This design comes from an exercise in tuning for small area and a short achievable clock period on the open sky130 flow, not from production work. The RTL was checked by simulation tests, not by an equivalence proof against the original design. No activity file was given, so power comes from the tool's default toggle rates.

## systolic_gemm_engine
module systolic_gemm_engine #(
   parameter int ROWS = 4,
   parameter int COLS = 4,
   parameter int DW   = 8,
   parameter int AW   = 20
) (
   input  logic                 clk,
   input  logic                 rst,
   input  logic                 w_valid,
   output logic                 w_ready,
   input  logic [COLS*DW-1:0]   w_data,
   input  logic                 a_valid,
   output logic                 a_ready,
   input  logic                 a_last,
   input  logic [ROWS*DW-1:0]   a_data,
   output logic                 out_valid,
   output logic [COLS*AW-1:0]   out_data,
   output logic                 busy
);
For scale: roughly 150 I/O pins, about 38000 sq um of cells after synthesis.
Settings: LEC_CHECK=0, CAP_MARGIN=20, CORE_MARGIN=2, CORE_UTILIZATION=40, CTS_CLUSTER_DIAMETER=100, CTS_CLUSTER_SIZE=24, SETUP_SLACK_MARGIN=4.9, SLEW_MARGIN=20, SYNTH_HIERARCHICAL=1, SYNTH_MINIMUM_KEEP_SIZE=0, TNS_END_PERCENT=0; clock period 8.0 ns.
run.sh (not shown) runs the stock make flow with config.mk's settings and CLKGATE_MAP_FILE= SYNTH_SCRIPT=/design/flow/synth_recipe.tcl, a recipe that flattens the netlist after the stock synthesis.
Rerun with:
==> flow/flow/run.sh (new file) <==
#!/bin/bash
set -o pipefail
export BUFFER_PORTS_ARGS="-buffer_cell sky130_fd_sc_hd__buf_1"
export CTS_ARGS="-sink_clustering_enable -repair_clock_nets -sink_clustering_size 24 -sink_clustering_max_diameter 100 -dont_use_dummy_load"
bash standard.sh > standard.log 2>&1
status=$?
ls -la out > out_listing.log 2>&1
exit $status
==> flow/standard.sh (new file) <==
#!/bin/bash
# synth_recipe.tcl (not shown) runs the flow's synth.tcl, then flattens the netlist and writes it again
# the make line also repeats each setting of config.mk as NAME=value (left out here)
make -C /OpenROAD-flow-scripts/flow DESIGN_CONFIG=/design/flow/config.mk WORK_HOME=/design/flow/orfs CLKGATE_MAP_FILE= SYNTH_SCRIPT=/design/flow/synth_recipe.tcl "${@:-finish}"
removed: flow/run.sh
- clock power shrinks by 9.9%
- setup slack improved by 0.027 ns
- final area goes down by 2.6%
- die area is unchanged
- via count fell by 2.0%
- non-clock buffer count increases by 17
- power drops by 3.5%
- wire length went down by 3.8%

========
systolic_gemm_engine, a different RTL version from the one above (not shown whole).
Size in the first run: about 3100 cells after synthesis, roughly 670 flip-flops, roughly 150 I/O pins, ~38000 um^2 of cells after synthesis.
Design systolic_gemm_engine, start of the top module:
module systolic_gemm_engine #(
   parameter int ROWS = 4,
   parameter int COLS = 4,
   parameter int DW   = 8,
   parameter int AW   = 20
) (
   input  logic                 clk,
   input  logic                 rst,
   input  logic                 w_valid,
   output logic                 w_ready,
   input  logic [COLS*DW-1:0]   w_data,
   input  logic                 a_valid,
   output logic                 a_ready,
   input  logic                 a_last,
   input  logic [ROWS*DW-1:0]   a_data,
   output logic                 out_valid,
   output logic [COLS*AW-1:0]   out_data,
   output logic                 busy
);
clock: 8.0 ns
lec_check: 0
cap_margin: 20
core_margin: 2
core_utilization: 40
cts_cluster_diameter: 100
cts_cluster_size: 24
setup_slack_margin: 4.9
slew_margin: 20
synth_hierarchical: 1
synth_minimum_keep_size: 0
tns_end_percent: 0
Stock flow here: none of the scripts above is used.
==> next run, changes <==
==> flow/flow/run.sh (new file) <==
#!/bin/bash
set -o pipefail
export BUFFER_PORTS_ARGS="-buffer_cell sky130_fd_sc_hd__buf_1"
export CTS_ARGS="-sink_clustering_enable -repair_clock_nets -sink_clustering_size 24 -sink_clustering_max_diameter 100 -dont_use_dummy_load"
bash standard.sh > standard.log 2>&1
status=$?
ls -la out > out_listing.log 2>&1
exit $status
==> flow/standard.sh (new file) <==
#!/bin/bash
# synth_recipe.tcl (not shown) runs the flow's synth.tcl, then flattens the netlist and writes it again
# the make line also repeats each setting of config.mk as NAME=value (left out here)
make -C /OpenROAD-flow-scripts/flow DESIGN_CONFIG=/design/flow/config.mk WORK_HOME=/design/flow/orfs CLKGATE_MAP_FILE= SYNTH_SCRIPT=/design/flow/synth_recipe.tcl "${@:-finish}"
--- a/flow/config.mk
+++ b/flow/config.mk
@@ -11,5 +11,5 @@
 export CTS_CLUSTER_DIAMETER = 100
 export CTS_CLUSTER_SIZE = 24
-export SETUP_SLACK_MARGIN = 4.9
+export SETUP_SLACK_MARGIN = 4.8
 export SLEW_MARGIN = 20
 export SYNTH_HIERARCHICAL = 1
removed: flow/run.sh
The new run ran to the end with no violations.
Routed wire length shrinks by about 1%.
Worst setup slack degrades by 0.033 ns.
Sequential share of layout area grows by 1.1 points.
Total power shrinks by 2.9%.
Design area shrinks by about 3.4%.
Synthesized area does not change.

==> afterwards: timing with drivers on the ports <==
No port has a modelled driver above. Below, the same layouts with a new extraction and two added sets of constraints. Step 1 (the two cells are an assumption about what drives the block):
set clk [get_ports {clk}]
set_driving_cell -lib_cell sky130_fd_sc_hd__clkbuf_16 $clk
set_driving_cell -lib_cell sky130_fd_sc_hd__buf_2 [delete_from_list [all_inputs] $clk]
Step 2 moves the port delays by t, midway between the first and last clock arrival at a register: inputs arrive t later, outputs are due t later. That takes back most of the time a late clock gives input paths. Three values: no drivers, after step 1, after step 2; two values: the first two.
run	t (ns)	setup slack, ns	worst setup path after step 2
the first run of note 1	0.663	4.758 / 4.758 / 4.438	input to register
the second run of note 1	0.658	4.785 / 4.785 / 4.785	register to register
the first run of note 2	0.672	4.759 / 4.759 / 4.422	input to register
the second run of note 2	0.673	4.727 / 4.727 / 4.727	register to register
After both steps setup and hold are still met in every run listed. The setup slack of the first run of note 2, which loses most, moves by 0.000 ns with the drivers and by -0.337 ns with both steps.
